This design comes from an exercise in tuning for small area, a short achievable clock period and few clock cycles on the open sky130 flow, not from production work.
Function was not checked in any run shown here: the RTL went through the layout flow alone.

## flow/design.v (module list and top-level ports; edited modules follow where they fit)
// module ast_tensor_stream_sv: 1740 lines
module ast_tensor_stream_sv #(
   parameter int DATAWIDTH = 14,
   parameter int SIZE      = 4,
   parameter int ACCWIDTH  = 2*DATAWIDTH+$clog2(SIZE)
) (
   input  logic                   clk,
   input  logic                   reset_n,
   input  logic                   cfg_valid,
   input  logic [$clog2(SIZE):0]  cfg_q,
   input  logic [$clog2(SIZE):0]  cfg_r,
   input  logic [$clog2(SIZE):0]  cfg_k,
   input  logic                   in_valid,
   output logic                   in_ready,
   input  logic                   in_set,
   input  logic [DATAWIDTH-1:0]   in_data,
   input  logic                   start,
   input  logic                   keep_b,
   input  logic                   relu,
   output logic                   out_valid,
   input  logic                   out_ready,
   output logic [DATAWIDTH-1:0]   out_data,
   output logic                   out_last,
   output logic                   busy,
   output logic                   done,
   output logic                   err
);
  // ...
==> flow/flow/run.sh <==
#!/bin/bash
# Standard layout, with timing repair aiming further below the clock period.
set -e
export SETUP_SLACK_MARGIN=5.6
bash standard.sh > standard.log 2>&1
==> flow/standard.sh <==
#!/bin/bash
# synth_recipe.tcl (not shown) runs the flow's synth.tcl, then flattens the netlist and writes it again
# the make line also repeats each setting of config.mk as NAME=value (left out here)
make -C /OpenROAD-flow-scripts/flow DESIGN_CONFIG=/design/flow/config.mk WORK_HOME=/design/flow/orfs CLKGATE_MAP_FILE= SYNTH_SCRIPT=/design/flow/synth_recipe.tcl "${@:-finish}"
==> flow/config.mk <==
export PLATFORM = sky130hd
export DESIGN_NAME = ast_tensor_stream_sv
export DESIGN_NICKNAME = ast_tensor_stream_sv
export VERILOG_FILES = /design/flow/design.v
export SDC_FILE = /design/flow/constraint.sdc
export NUM_CORES = 4
export LEC_CHECK = 0
export ABC_CLOCK_PERIOD_IN_PS = 5000
export CAP_MARGIN = 20
export CORE_MARGIN = 2
export CORE_UTILIZATION = 50
export SLEW_MARGIN = 20
==> flow/constraint.sdc <==
create_clock -name core_clock -period 10.0 [get_ports {clk}]
set_input_delay 2.0000 -clock core_clock [delete_from_list [all_inputs] [get_ports {clk}]]
set_output_delay 2.0000 -clock core_clock [all_outputs]
set_load 0.01 [all_outputs]
==> flow_summary.ini, run 1 <==
[run_status]
outcome = finished clean

[logic_synthesis]
yosys.area.top_type = edfxtp_1
yosys.area_share.simple_pct = 7.42
synthArstFlopShare_pct = 6.01
synth_most_common_cell = edfxtp_1
synth_top_family_by_area = adder cells

[sta]
period_share_pct = 46.4
maxSlewViolCount = 0
fmax_mhz = 216

[layout]
layout_commonest_cell = edfxtp_1
final_util_pct = 56.7
finalNetCount = 4945
nMultiInputCombCells = 2842
antenna_cells = 0
inverters = 466
n_clock_buffer = 116
layout_common_cells = edfxtp_1, inv_1, fa_1, a22oi_1, xor2_1

[worst_setup_path]
critPathSlowestCell = fa_2
worstSetupStartpointType = flip-flop

[routing]
vias_per_cell = 6.06
wirelength_mm = 152
wl_met2_mm = 73.1
top_layer = met4
m1WireLength_mm = 59.6

[floorplan]
die_height_um = 320
die_area_um2 = 102000

[global_route]
grt-busiest-layer = met2
use_met1_pct = 37.9

[min_path]
hold_path_depth = 1

[clocking]
post_cts_buffers = 42
clock_sinks = 766
==> run 2, diff against run 1 <==
--- a/flow/design.v
+++ b/flow/design.v
@@ -27,16 +27,20 @@
    localparam int unsigned CW = $clog2(SIZE) + 1;
    localparam int unsigned NW = 2 * CW;
    logic [CW-1:0] q_r, r_r, k_r;
    logic [NW-1:0] a_cnt, b_cnt, a_need, b_need;
    logic          keep_r;
    logic          a_room, b_room;      
    logic          dims_ok, start_ok, accept, go, fin;
    logic [1:0]    ai, ar;              
+   assign a_need   = NW'(q_r) * NW'(r_r);
+   assign b_need   = NW'(r_r) * NW'(k_r);
+   assign dims_ok  = (q_r != '0) && (r_r != '0) && (k_r != '0) &&
+                     (q_r <= CW'(SIZE)) && (r_r <= CW'(SIZE)) && (k_r <= CW'(SIZE));
    assign start_ok = !cfg_valid && dims_ok && (a_cnt == a_need) && (b_cnt == b_need);
    assign in_ready = in_set ? b_room : a_room;
    assign accept   = in_valid && in_ready && !cfg_valid;
    assign go       = !busy && start && start_ok;
    assign fin      = out_valid && out_ready && out_last;
    logic [CW-1:0] q_n, r_n, k_n;
    logic [NW-1:0] a_cnt_n, b_cnt_n;
    logic          busy_n;
@@ -82,37 +86,28 @@
          b_room_n = b_room;
       end
    end
    always_ff @(posedge clk or negedge reset_n) begin
       if (!reset_n) begin
          q_r    <= '0;
          r_r    <= '0;
          k_r    <= '0;
-         a_need <= '0;
-         b_need <= '0;
-         dims_ok <= 1'b0;
          a_cnt  <= '0;
          b_cnt  <= '0;
          keep_r <= 1'b0;
          busy   <= 1'b0;
          done   <= 1'b0;
          err    <= 1'b0;
          a_room <= 1'b0;
          b_room <= 1'b0;
       end else begin
          q_r    <= q_n;
          r_r    <= r_n;
          k_r    <= k_n;
-         if (!busy && cfg_valid) begin
-            a_need  <= NW'(cfg_q) * NW'(cfg_r);
-            b_need  <= NW'(cfg_r) * NW'(cfg_k);
-            dims_ok <= (cfg_q != '0) && (cfg_r != '0) && (cfg_k != '0) &&
-                       (cfg_q <= CW'(SIZE)) && (cfg_r <= CW'(SIZE)) && (cfg_k <= CW'(SIZE));
-         end
          a_cnt  <= a_cnt_n;
          b_cnt  <= b_cnt_n;
          busy   <= busy_n;
          done   <= busy && fin;
          err    <= !busy && start && !start_ok;
          if (go) keep_r <= keep_b;
          a_room <= a_room_n;
          b_room <= b_room_n;
@@ -301,17 +296,17 @@
             x1 = op_b[r][2*k];
             x0 = (k == 0) ? 1'b0 : op_b[r][2*k-1];
             bn[r][k] <= x2 && !(x1 && x0);
             b1[r][k] <= x1 ^ x0;
             b2[r][k] <= (x2 && !x1 && !x0) || (!x2 && x1 && x0);
          end
       end
    end
-   logic [29:0] cs [3];
+   logic [29:0] cs [4];
    logic tp1, tp2, tp3, tp4, tp5, tp6, tp7, tp8, tp9, tp10, tp11, tp12;
    logic tp13, tp14, tp15, tp16, tp17, tp18, tp19, tp20, tp21, tp22, tp23, tp24;
    logic tp25, tp26, tp27, tp28, tp29, tp30, tp31, tp32, tp33, tp34, tp35, tp36;
    logic tp37, tp38, tp39, tp40, tp41, tp42, tp43, tp44, tp45, tp46, tp47, tp48;
    logic tp49, tp50, tp51, tp52, tp53, tp54, tp55, tp56, tp57, tp58, tp59, tp60;
    logic tp61, tp62, tp63, tp64, tp65, tp66, tp67, tp68, tp69, tp70, tp71, tp72;
    logic tp73, tp74, tp75, tp76, tp77, tp78, tp79, tp80, tp81, tp82, tp83, tp84;
    logic tp85, tp86, tp87, tp88, tp89, tp90, tp91, tp92, tp93, tp94, tp95, tp96;
@@ -398,21 +393,17 @@
    logic ts1057, tc1058, ts1059, tc1060, ts1061, tc1062, ts1063, tc1064, ts1065, tc1066, ts1067, tc1068;
    logic ts1069, tc1070, ts1071, tc1072, ts1073, tc1074, ts1075, tc1076, ts1077, tc1078, ts1079, tc1080;
    logic ts1081, tc1082, ts1083, tc1084, ts1085, tc1086, ts1087, tc1088, ts1089, tc1090, ts1091, tc1092;
    logic ts1093, tc1094, ts1095, tc1096, ts1097, tc1098, ts1099, tc1100, ts1101, tc1102, ts1103, tc1104;
    logic ts1105, tc1106, ts1107, tc1108, ts1109, tc1110, ts1111, tc1112, ts1113, tc1114, ts1115, tc1116;
    logic ts1117, tc1118, ts1119, tc1120, ts1121, tc1122, ts1123, tc1124, ts1125, tc1126, ts1127, tc1128;
    logic ts1129, tc1130, ts1131, tc1132, ts1133, tc1134, ts1135, tc1136, ts1137, tc1138, ts1139, tc1140;
    logic ts1141, tc1142, ts1143, tc1144, ts1145, tc1146, ts1147, tc1148, ts1149, tc1150, ts1151, tc1152;
-   logic ts1153, tc1154, ts1155, tc1156, ts1157, tc1158, ts1159, tc1160, ts1161, tc1162, ts1163, tc1164;
-   logic ts1165, tc1166, ts1167, tc1168, ts1169, tc1170, ts1171, tc1172, ts1173, tc1174, ts1175, tc1176;
-   logic ts1177, tc1178, ts1179, tc1180, ts1181, tc1182, ts1183, tc1184, ts1185, tc1186, ts1187, tc1188;
-   logic ts1189, tc1190, ts1191, tc1192, ts1193, tc1194, ts1195, tc1196, ts1197, tc1198, ts1199, tc1200;
-   logic ts1201, tc1202, ts1203, tc1204, ts1205, tc1206, ts1207, tc1208, ts1209, tc1210, ts1211, tc1212;
+   logic ts1153, tc1154, ts1155, tc1156;
    assign tp1 = (b1[0][0] & ta[0][0]) ^ bn[0][0];
    assign tp2 = ((b1[0][0] & ta[0][1]) | (b2[0][0] & ta[0][0])) ^ bn[0][0];
    assign tp3 = ((b1[0][0] & ta[0][2]) | (b2[0][0] & ta[0][1])) ^ bn[0][0];
    assign tp4 = ((b1[0][0] & ta[0][3]) | (b2[0][0] & ta[0][2])) ^ bn[0][0];
    assign tp5 = ((b1[0][0] & ta[0][4]) | (b2[0][0] & ta[0][3])) ^ bn[0][0];
    assign tp6 = ((b1[0][0] & ta[0][5]) | (b2[0][0] & ta[0][4])) ^ bn[0][0];
    assign tp7 = ((b1[0][0] & ta[0][6]) | (b2[0][0] & ta[0][5])) ^ bn[0][0];
    assign tp8 = ((b1[0][0] & ta[0][7]) | (b2[0][0] & ta[0][6])) ^ bn[0][0];
@@ -1559,170 +1550,144 @@
    assign ts1149 = ts1049 ^ ts1051 ^ tc910;
    assign tc1150 = (ts1049 & ts1051) | (ts1049 & tc910) | (ts1051 & tc910);
    assign ts1151 = tc1044 ^ tc1046 ^ tc1048;
    assign tc1152 = (tc1044 & tc1046) | (tc1044 & tc1048) | (tc1046 & tc1048);
    assign ts1153 = tp105 ^ tp210 ^ tp315;
    assign tc1154 = (tp105 & tp210) | (tp105 & tp315) | (tp210 & tp315);
    assign ts1155 = tp420 ^ tc1050 ^ tc1052;
    assign tc1156 = (tp420 & tc1050) | (tp420 & tc1052) | (tc1050 & tc1052);
-   assign ts1157 = ts1053 ^ bn[2][0];
-   assign tc1158 = ts1053 & bn[2][0];
-   assign ts1159 = ts1055 ^ tp317 ^ tc912;
-   assign tc1160 = (ts1055 & tp317) | (ts1055 & tc912) | (tp317 & tc912);
-   assign ts1161 = ts1057 ^ ts1059 ^ bn[3][1];
-   assign tc1162 = (ts1057 & ts1059) | (ts1057 & bn[3][1]) | (ts1059 & bn[3][1]);
-   assign ts1163 = ts1061 ^ ts1063 ^ tc1058;
-   assign tc1164 = (ts1061 & ts1063) | (ts1061 & tc1058) | (ts1063 & tc1058);
-   assign ts1165 = ts1065 ^ ts1067 ^ tc1062;
-   assign tc1166 = (ts1065 & ts1067) | (ts1065 & tc1062) | (ts1067 & tc1062);
-   assign ts1167 = ts1069 ^ ts1071 ^ tc1066;
-   assign tc1168 = (ts1069 & ts1071) | (ts1069 & tc1066) | (ts1071 & tc1066);
-   assign ts1169 = ts1073 ^ ts1075 ^ tc1070;
-   assign tc1170 = (ts1073 & ts1075) | (ts1073 & tc1070) | (ts1075 & tc1070);
-   assign ts1171 = ts1077 ^ ts1079 ^ tc1074;
-   assign tc1172 = (ts1077 & ts1079) | (ts1077 & tc1074) | (ts1079 & tc1074);
-   assign ts1173 = ts1081 ^ ts1083 ^ tc1078;
-   assign tc1174 = (ts1081 & ts1083) | (ts1081 & tc1078) | (ts1083 & tc1078);
-   assign ts1175 = ts1085 ^ ts1087 ^ tc1082;
-   assign tc1176 = (ts1085 & ts1087) | (ts1085 & tc1082) | (ts1087 & tc1082);
-   assign ts1177 = ts1089 ^ ts1091 ^ tc1086;
-   assign tc1178 = (ts1089 & ts1091) | (ts1089 & tc1086) | (ts1091 & tc1086);
-   assign ts1179 = ts1093 ^ ts1095 ^ tc1090;
-   assign tc1180 = (ts1093 & ts1095) | (ts1093 & tc1090) | (ts1095 & tc1090);
-   assign ts1181 = ts1097 ^ ts1099 ^ tc1094;
-   assign tc1182 = (ts1097 & ts1099) | (ts1097 & tc1094) | (ts1099 & tc1094);
-   assign ts1183 = ts1101 ^ ts1103 ^ tc1098;
-   assign tc1184 = (ts1101 & ts1103) | (ts1101 & tc1098) | (ts1103 & tc1098);
-   assign ts1185 = ts1105 ^ ts1107 ^ tc1102;
-   assign tc1186 = (ts1105 & ts1107) | (ts1105 & tc1102) | (ts1107 & tc1102);
-   assign ts1187 = ts1109 ^ ts1111 ^ tc1106;
-   assign tc1188 = (ts1109 & ts1111) | (ts1109 & tc1106) | (ts1111 & tc1106);
-   assign ts1189 = ts1113 ^ ts1115 ^ tc1110;
-   assign tc1190 = (ts1113 & ts1115) | (ts1113 & tc1110) | (ts1115 & tc1110);
-   assign ts1191 = ts1117 ^ ts1119 ^ tc1114;
-   assign tc1192 = (ts1117 & ts1119) | (ts1117 & tc1114) | (ts1119 & tc1114);
-   assign ts1193 = ts1121 ^ ts1123 ^ tc1118;
-   assign tc1194 = (ts1121 & ts1123) | (ts1121 & tc1118) | (ts1123 & tc1118);
-   assign ts1195 = ts1125 ^ ts1127 ^ tc1122;
-   assign tc1196 = (ts1125 & ts1127) | (ts1125 & tc1122) | (ts1127 & tc1122);
-   assign ts1197 = ts1129 ^ ts1131 ^ tc1126;
-   assign tc1198 = (ts1129 & ts1131) | (ts1129 & tc1126) | (ts1131 & tc1126);
-   assign ts1199 = ts1133 ^ ts1135 ^ tc1130;
-   assign tc1200 = (ts1133 & ts1135) | (ts1133 & tc1130) | (ts1135 & tc1130);
-   assign ts1201 = ts1137 ^ ts1139 ^ tc1134;
-   assign tc1202 = (ts1137 & ts1139) | (ts1137 & tc1134) | (ts1139 & tc1134);
-   assign ts1203 = ts1141 ^ ts1143 ^ tc1138;
-   assign tc1204 = (ts1141 & ts1143) | (ts1141 & tc1138) | (ts1143 & tc1138);
-   assign ts1205 = ts1145 ^ ts1147 ^ tc1142;
-   assign tc1206 = (ts1145 & ts1147) | (ts1145 & tc1142) | (ts1147 & tc1142);
-   assign ts1207 = ts1149 ^ ts1151 ^ tc1146;
-   assign tc1208 = (ts1149 & ts1151) | (ts1149 & tc1146) | (ts1151 & tc1146);
-   assign ts1209 = ts1153 ^ ts1155 ^ tc1150;
-   assign tc1210 = (ts1153 & ts1155) | (ts1153 & tc1150) | (ts1155 & tc1150);
-   assign ts1211 = 1'b1 ^ tc1154;
-   assign tc1212 = 1'b1 & tc1154;
-   assign cs[0][0] = ts1157;
-   assign cs[1][0] = tp316;
-   assign cs[2][0] = bn[3][0];
-   assign cs[0][1] = ts1159;
-   assign cs[1][1] = tc1054;
-   assign cs[2][1] = tc1158;
-   assign cs[0][2] = ts1161;
-   assign cs[1][2] = tc1056;
-   assign cs[2][2] = tc1160;
-   assign cs[0][3] = ts1163;
-   assign cs[1][3] = tc1060;
-   assign cs[2][3] = tc1162;
-   assign cs[0][4] = ts1165;
-   assign cs[1][4] = tc1064;
-   assign cs[2][4] = tc1164;
-   assign cs[0][5] = ts1167;
-   assign cs[1][5] = tc1068;
-   assign cs[2][5] = tc1166;
-   assign cs[0][6] = ts1169;
-   assign cs[1][6] = tc1072;
-   assign cs[2][6] = tc1168;
-   assign cs[0][7] = ts1171;
-   assign cs[1][7] = tc1076;
-   assign cs[2][7] = tc1170;
-   assign cs[0][8] = ts1173;
-   assign cs[1][8] = tc1080;
-   assign cs[2][8] = tc1172;
-   assign cs[0][9] = ts1175;
-   assign cs[1][9] = tc1084;
-   assign cs[2][9] = tc1174;
-   assign cs[0][10] = ts1177;
-   assign cs[1][10] = tc1088;
-   assign cs[2][10] = tc1176;
-   assign cs[0][11] = ts1179;
-   assign cs[1][11] = tc1092;
-   assign cs[2][11] = tc1178;
-   assign cs[0][12] = ts1181;
-   assign cs[1][12] = tc1096;
-   assign cs[2][12] = tc1180;
-   assign cs[0][13] = ts1183;
-   assign cs[1][13] = tc1100;
-   assign cs[2][13] = tc1182;
-   assign cs[0][14] = ts1185;
-   assign cs[1][14] = tc1104;
-   assign cs[2][14] = tc1184;
-   assign cs[0][15] = ts1187;
-   assign cs[1][15] = tc1108;
-   assign cs[2][15] = tc1186;
-   assign cs[0][16] = ts1189;
-   assign cs[1][16] = tc1112;
-   assign cs[2][16] = tc1188;
-   assign cs[0][17] = ts1191;
-   assign cs[1][17] = tc1116;
-   assign cs[2][17] = tc1190;
-   assign cs[0][18] = ts1193;
-   assign cs[1][18] = tc1120;
-   assign cs[2][18] = tc1192;
-   assign cs[0][19] = ts1195;
-   assign cs[1][19] = tc1124;
-   assign cs[2][19] = tc1194;
-   assign cs[0][20] = ts1197;
-   assign cs[1][20] = tc1128;
-   assign cs[2][20] = tc1196;
-   assign cs[0][21] = ts1199;
-   assign cs[1][21] = tc1132;
-   assign cs[2][21] = tc1198;
-   assign cs[0][22] = ts1201;
-   assign cs[1][22] = tc1136;
-   assign cs[2][22] = tc1200;
-   assign cs[0][23] = ts1203;
-   assign cs[1][23] = tc1140;
-   assign cs[2][23] = tc1202;
-   assign cs[0][24] = ts1205;
-   assign cs[1][24] = tc1144;
-   assign cs[2][24] = tc1204;
-   assign cs[0][25] = ts1207;
-   assign cs[1][25] = tc1148;
-   assign cs[2][25] = tc1206;
-   assign cs[0][26] = ts1209;
-   assign cs[1][26] = tc1152;
-   assign cs[2][26] = tc1208;
-   assign cs[0][27] = ts1211;
-   assign cs[1][27] = tc1156;
-   assign cs[2][27] = tc1210;
-   assign cs[0][28] = tc1212;
+   assign cs[0][0] = ts1053;
+   assign cs[1][0] = bn[2][0];
+   assign cs[2][0] = tp316;
+   assign cs[3][0] = bn[3][0];
+   assign cs[0][1] = ts1055;
+   assign cs[1][1] = tp317;
+   assign cs[2][1] = tc912;
+   assign cs[3][1] = tc1054;
+   assign cs[0][2] = ts1057;
+   assign cs[1][2] = ts1059;
+   assign cs[2][2] = bn[3][1];
+   assign cs[3][2] = tc1056;
+   assign cs[0][3] = ts1061;
+   assign cs[1][3] = ts1063;
+   assign cs[2][3] = tc1058;
+   assign cs[3][3] = tc1060;
+   assign cs[0][4] = ts1065;
+   assign cs[1][4] = ts1067;
+   assign cs[2][4] = tc1062;
+   assign cs[3][4] = tc1064;
+   assign cs[0][5] = ts1069;
+   assign cs[1][5] = ts1071;
+   assign cs[2][5] = tc1066;
+   assign cs[3][5] = tc1068;
+   assign cs[0][6] = ts1073;
+   assign cs[1][6] = ts1075;
+   assign cs[2][6] = tc1070;
+   assign cs[3][6] = tc1072;
+   assign cs[0][7] = ts1077;
+   assign cs[1][7] = ts1079;
+   assign cs[2][7] = tc1074;
+   assign cs[3][7] = tc1076;
+   assign cs[0][8] = ts1081;
+   assign cs[1][8] = ts1083;
+   assign cs[2][8] = tc1078;
+   assign cs[3][8] = tc1080;
+   assign cs[0][9] = ts1085;
+   assign cs[1][9] = ts1087;
+   assign cs[2][9] = tc1082;
+   assign cs[3][9] = tc1084;
+   assign cs[0][10] = ts1089;
+   assign cs[1][10] = ts1091;
+   assign cs[2][10] = tc1086;
+   assign cs[3][10] = tc1088;
+   assign cs[0][11] = ts1093;
+   assign cs[1][11] = ts1095;
+   assign cs[2][11] = tc1090;
+   assign cs[3][11] = tc1092;
+   assign cs[0][12] = ts1097;
+   assign cs[1][12] = ts1099;
+   assign cs[2][12] = tc1094;
+   assign cs[3][12] = tc1096;
+   assign cs[0][13] = ts1101;
+   assign cs[1][13] = ts1103;
+   assign cs[2][13] = tc1098;
+   assign cs[3][13] = tc1100;
+   assign cs[0][14] = ts1105;
+   assign cs[1][14] = ts1107;
+   assign cs[2][14] = tc1102;
+   assign cs[3][14] = tc1104;
+   assign cs[0][15] = ts1109;
+   assign cs[1][15] = ts1111;
+   assign cs[2][15] = tc1106;
+   assign cs[3][15] = tc1108;
+   assign cs[0][16] = ts1113;
+   assign cs[1][16] = ts1115;
+   assign cs[2][16] = tc1110;
+   assign cs[3][16] = tc1112;
+   assign cs[0][17] = ts1117;
+   assign cs[1][17] = ts1119;
+   assign cs[2][17] = tc1114;
+   assign cs[3][17] = tc1116;
+   assign cs[0][18] = ts1121;
+   assign cs[1][18] = ts1123;
+   assign cs[2][18] = tc1118;
+   assign cs[3][18] = tc1120;
+   assign cs[0][19] = ts1125;
+   assign cs[1][19] = ts1127;
+   assign cs[2][19] = tc1122;
+   assign cs[3][19] = tc1124;
+   assign cs[0][20] = ts1129;
+   assign cs[1][20] = ts1131;
+   assign cs[2][20] = tc1126;
+   assign cs[3][20] = tc1128;
+   assign cs[0][21] = ts1133;
+   assign cs[1][21] = ts1135;
+   assign cs[2][21] = tc1130;
+   assign cs[3][21] = tc1132;
+   assign cs[0][22] = ts1137;
+   assign cs[1][22] = ts1139;
+   assign cs[2][22] = tc1134;
+   assign cs[3][22] = tc1136;
+   assign cs[0][23] = ts1141;
+   assign cs[1][23] = ts1143;
+   assign cs[2][23] = tc1138;
+   assign cs[3][23] = tc1140;
+   assign cs[0][24] = ts1145;
+   assign cs[1][24] = ts1147;
+   assign cs[2][24] = tc1142;
+   assign cs[3][24] = tc1144;
+   assign cs[0][25] = ts1149;
+   assign cs[1][25] = ts1151;
+   assign cs[2][25] = tc1146;
+   assign cs[3][25] = tc1148;
+   assign cs[0][26] = ts1153;
+   assign cs[1][26] = ts1155;
+   assign cs[2][26] = tc1150;
+   assign cs[3][26] = tc1152;
+   assign cs[0][27] = 1'b1;
+   assign cs[1][27] = tc1154;
+   assign cs[2][27] = tc1156;
+   assign cs[3][27] = 1'b0;
+   assign cs[0][28] = 1'b0;
    assign cs[1][28] = 1'b0;
    assign cs[2][28] = 1'b0;
+   assign cs[3][28] = 1'b0;
    assign cs[0][29] = 1'b1;
    assign cs[1][29] = 1'b0;
    assign cs[2][29] = 1'b0;
-   logic [29:0] ps [3];
+   assign cs[3][29] = 1'b0;
+   logic [29:0] ps [4];
    always_ff @(posedge clk) begin
-      for (int r = 0; r < 3; r++) ps[r] <= cs[r];
+      for (int r = 0; r < 4; r++) ps[r] <= cs[r];
    end
-   logic [29:0] psum;
+   logic signed [29:0] psum;
    always_comb begin
       psum = ps[0];
-      for (int r = 1; r < 3; r++) psum = psum + ps[r];
+      for (int r = 1; r < 4; r++) psum = psum + ps[r];
    end
    logic [DATAWIDTH-1:0] res;
    always_comb begin
       if (psum[29:13] != {17{psum[29]}})
          res = psum[29] ? 14'h2000 : 14'h1fff;
       else
          res = psum[13:0];
       if (relu && res[DATAWIDTH-1]) res = '0;
==> flow/run.sh (new file) <==
#!/bin/bash
# synth_recipe.tcl (not shown) runs the flow's synth.tcl, then flattens the netlist and writes it again
# the make line also repeats each setting of config.mk as NAME=value (left out here)
make -C /OpenROAD-flow-scripts/flow DESIGN_CONFIG=/design/flow/config.mk WORK_HOME=/design/flow/orfs CLKGATE_MAP_FILE= SYNTH_SCRIPT=/design/flow/synth_recipe.tcl finish
--- a/flow/config.mk
+++ b/flow/config.mk
@@ -4,9 +4,10 @@
 export VERILOG_FILES = /design/flow/design.v
 export SDC_FILE = /design/flow/constraint.sdc
 export NUM_CORES = 4
 export LEC_CHECK = 0
 export ABC_CLOCK_PERIOD_IN_PS = 5000
 export CAP_MARGIN = 20
 export CORE_MARGIN = 2
 export CORE_UTILIZATION = 50
+export SETUP_SLACK_MARGIN = 5
 export SLEW_MARGIN = 20
removed: flow/flow/run.sh
removed: flow/standard.sh
==> run 2 against run 1 <==
Critical path depth rose by 3. Sequential share of layout area rose by 0.58 points. Synthesized area grew 0.16%. Design area is 2.0% lower. Non-clock buffer count is 61 lower. Global-route usage fell by 1.5 points. Synthesized cell count shrank 0.44%.
==> flow_summary.ini, run 2 <==
[worst_setup_path]
cp_num_buf_inv = 4
cp_max_fo = 13
cp_top_family = adder cells
r2r_cells = 18
critPathSlowestCell = fa_1
critPathLaunch = ps[0][1]$_DFF_P_
r2r-end = out_data[10]$_SDFFCE_PP0N_
max_stage_delay_ps = 540
arrival_ps = 5320
r2r_slack_ps = 5190
cp_num_cells = 18
cp_cell_sequence = inv_1 -> fa_1 -> fa_1 -> inv_1 -> ha_1 -> inv_1 -> fa_1 -> nor2b_2 -> o2111ai_2 -> a21oi_2 -> nor4_1 -> a211oi_1 -> nand4b_1 -> nor4b_2 -> and4_1 -> a31oi_1 -> buf_4 -> a21oi_1
critPathCapture = out_data[10]$_SDFFCE_PP0N_
worstSetupStartpointType = flip-flop
reg2reg_from = ps[0][1]$_DFF_P_
worst-setup-path-type = reg -> reg
endpoint_kind = flip-flop
crit_required_ps = 10510

[logic_synthesis]
synth_top_area_share_pct = 28.9
synthArstFlopShare_pct = 4.24
yosys.area_share.simple_pct = 6.70
synthTopCellsByArea = edfxtp_1, fa_1, dfxtp_1
seq_area_frac_synth_pct = 41.1
synth_most_common_cell = inv_1
synth-edff-count = 481
yosys.area.top_type = edfxtp_1
ys.flop_type = edfxtp_1
synth_cell_types = 74
syn_avg_cell_area_um2 = 11.5
synth_top_family_by_area = adder cells
ys_ff_latch = 778
synthMuxAreaShare_pct = 5.32
ys_warn_count = 14
synth_commonest_cells = inv_1, edfxtp_1, fa_1, a22oi_1, xor2_1
synth_compound_area_share_pct = 12.3
netlist_instances = 4344
syn-num-nets = 4934
synth_xor_area_share_pct = 8.78
synth-adder-area-share_pct = 19.8
netlist_area_um2 = 50000

[global_route]
antenna_found_initial = 1
grt_pass1_vias = 34468
grt_use_total_pct = 28.1
grt_max_degree = 59
grt_pass1_wl_mm = 217
overflow = 0

[layout]
finalNetCount = 4879
area_growth_pct = 9.81
final_util_pct = 55.6
layout_common_cells = inv_1, edfxtp_1, fa_1, a22oi_1, xor2_1
final_area_um2 = 54900
layout_commonest_cell = inv_1
drive_above_1_share_pct = 8.94

[job]
max_cap_violations = 0

[routing]
wirelength_mm = 144
vias = 33835
drc = 0
vias_per_cell = 5.99
drt_iter0_drc = 3220
ant_nets = 0
first_pass_iters = 6
wire_per_inst_um = 25.4

[sta]
setup_ws_ps = 5190
min_period_ps = 4810
finClkSkew_ps = 28.7
setup_violations = 0
rsz0062_at_grt = yes
tightest_slew_ps = 1200
period_share_pct = 48.1
fmax_mhz = 208
maxSlewViolCount = 0
hold_viol = 0
slew_headroom_pct = 19.8
tns_ps = 0

[clocking]
clk_path_buf_depth = 3
clkTransAtPathRegs_ps = 60
cts_tree = yes
root_buffer = clkbuf_16
clk_latency_ps = 680
cts_inserted_buffers = 85
cts_hold_buf = 0
clock_sinks = 778
htreeDepth = 3

[floorplan]
die_area_um2 = 102000
die_height_um = 320
core_um2 = 98700
fp-row-count = 115
num_io_pins = 52
die_x_um = 320
floorplan.initialDensity_pct = 50.6

[min_path]
hold_class = reg -> reg
worstHoldStart = out_all$_SDFFE_PP0P_

[placement]
placed_area_um2 = 51600
io_buffers = 51
gp_congestion = 0.967
hpwl_mm = 107
post-place-ws_ps = 4250

[run_status]
outcome = finished clean
==> run 2: cell types whose count changed in the layout (fill, tap and decap cells not counted), moves of 42 or more <==
cell     change
a22oi_2     -46
nor2_1      -44
inv_1       +73
xor2_1      +77
inv_2       -42
dfxtp_4     -63
dfxtp_1    +124
xnor2_1     -55
a22oi_1     +59
==> run 2: worst register-to-register path: stages (launching register included) <==
cell	delay, ps
dfxtp_1	310
inv_1	50
fa_1	540
fa_1	400
inv_1	60
ha_1	180
inv_1	70
fa_1	470
nor2b_2	160
o2111ai_2	190
a21oi_2	320
nor4_1	90
a211oi_1	480
nand4b_1	200
nor4b_2	370
and4_1	260
a31oi_1	120
buf_4	240
a21oi_1	140
==> run 2: logic make-up after synthesis <==
logic type,count (synthesis)
XOR/XNOR,499
AO/OA/AOI/OAI,901
flip-flops,778
multiplexers,141
AND/OR/NAND/NOR,682
buffers and inverters,785
adder cells (fa/ha/maj),558
==> run 2: worst min path at each step <==
stage,depth (start not counted),endpoint
floorplan,0,ps[1][0]$_DFF_P_
global placement,1,out_all$_SDFFE_PP0P_
detailed placement,1,out_all$_SDFFE_PP0P_
CTS,1,out_all$_SDFFE_PP0P_
global route,1,out_all$_SDFFE_PP0P_
finish,1,out_all$_SDFFE_PP0P_
==> run 2: metrics by stage <==
stage | hold WS (ps) | instances
2_1_floorplan | 329 | 4344
3_3_place_gp | 465 | 5470
3_5_place_dp | 473 | 5470
4_1_cts | 493 | 5639
5_1_grt | 514 | 5647
6_report | 492 | 5648
==> run 2: per-layer routing <==
metal  up-vias  track usage (%)  wire [um]
met1     17012             37.2      58900
met3       343             4.84      10800
met5         -                0          0
li1      15013                -          -
met2      1467             46.6      68900
met4         0             10.4       4960
==> run 2: cell type report <==
| type | count | area [um2] |
|---|---|---|
| clock inverters | 44 | 596 |
| repair buffers | 146 | 1240 |
| inverters | 497 | 1870 |
| multi-input cells | 2781 | 26600 |
| well taps | 1287 | 1610 |
| flip-flops and latches | 778 | 20600 |
| fillers | 8342 | 43800 |
| diodes | 1 | 2.50 |
| clock buffers | 114 | 2410 |
==> run 2: timing repair <==
item                                    CTS  global route
setup buffers                            11             8
gates cloned                              0             0
endpoints found under the setup margin   59            47
pin swaps                                 1             3
resized for setup                        13            23

port drivers added, routing unchanged:
How much do the figures lean on ideal ports? The routed layouts below were timed once more, with nothing changed but the port constraints.
Step 1 assumes that a clkbuf_16 drives the clock port and a buf_2 every other input.
Step 2 adds t to the input delays and takes it off the output delays; t is the mean of the earliest and latest rising clock arrival at the registers after step 1. Input paths then give back, and output paths get back, about the clock's delay inside the block.
Three values: ideal, step 1, step 2; two values: the first two.
run	shift t [ns]	slack for setup (ns)	pins driven straight from the clock port
run 1	0.727	5.364 / 5.364 / 5.100	1
run 2	0.744	5.190 / 5.190 / 4.561	1
After both steps setup and hold are still met in every run listed. For run 2, which loses most, drivers alone change the setup slack by 0.000 ns; drivers and shift together by -0.629 ns.
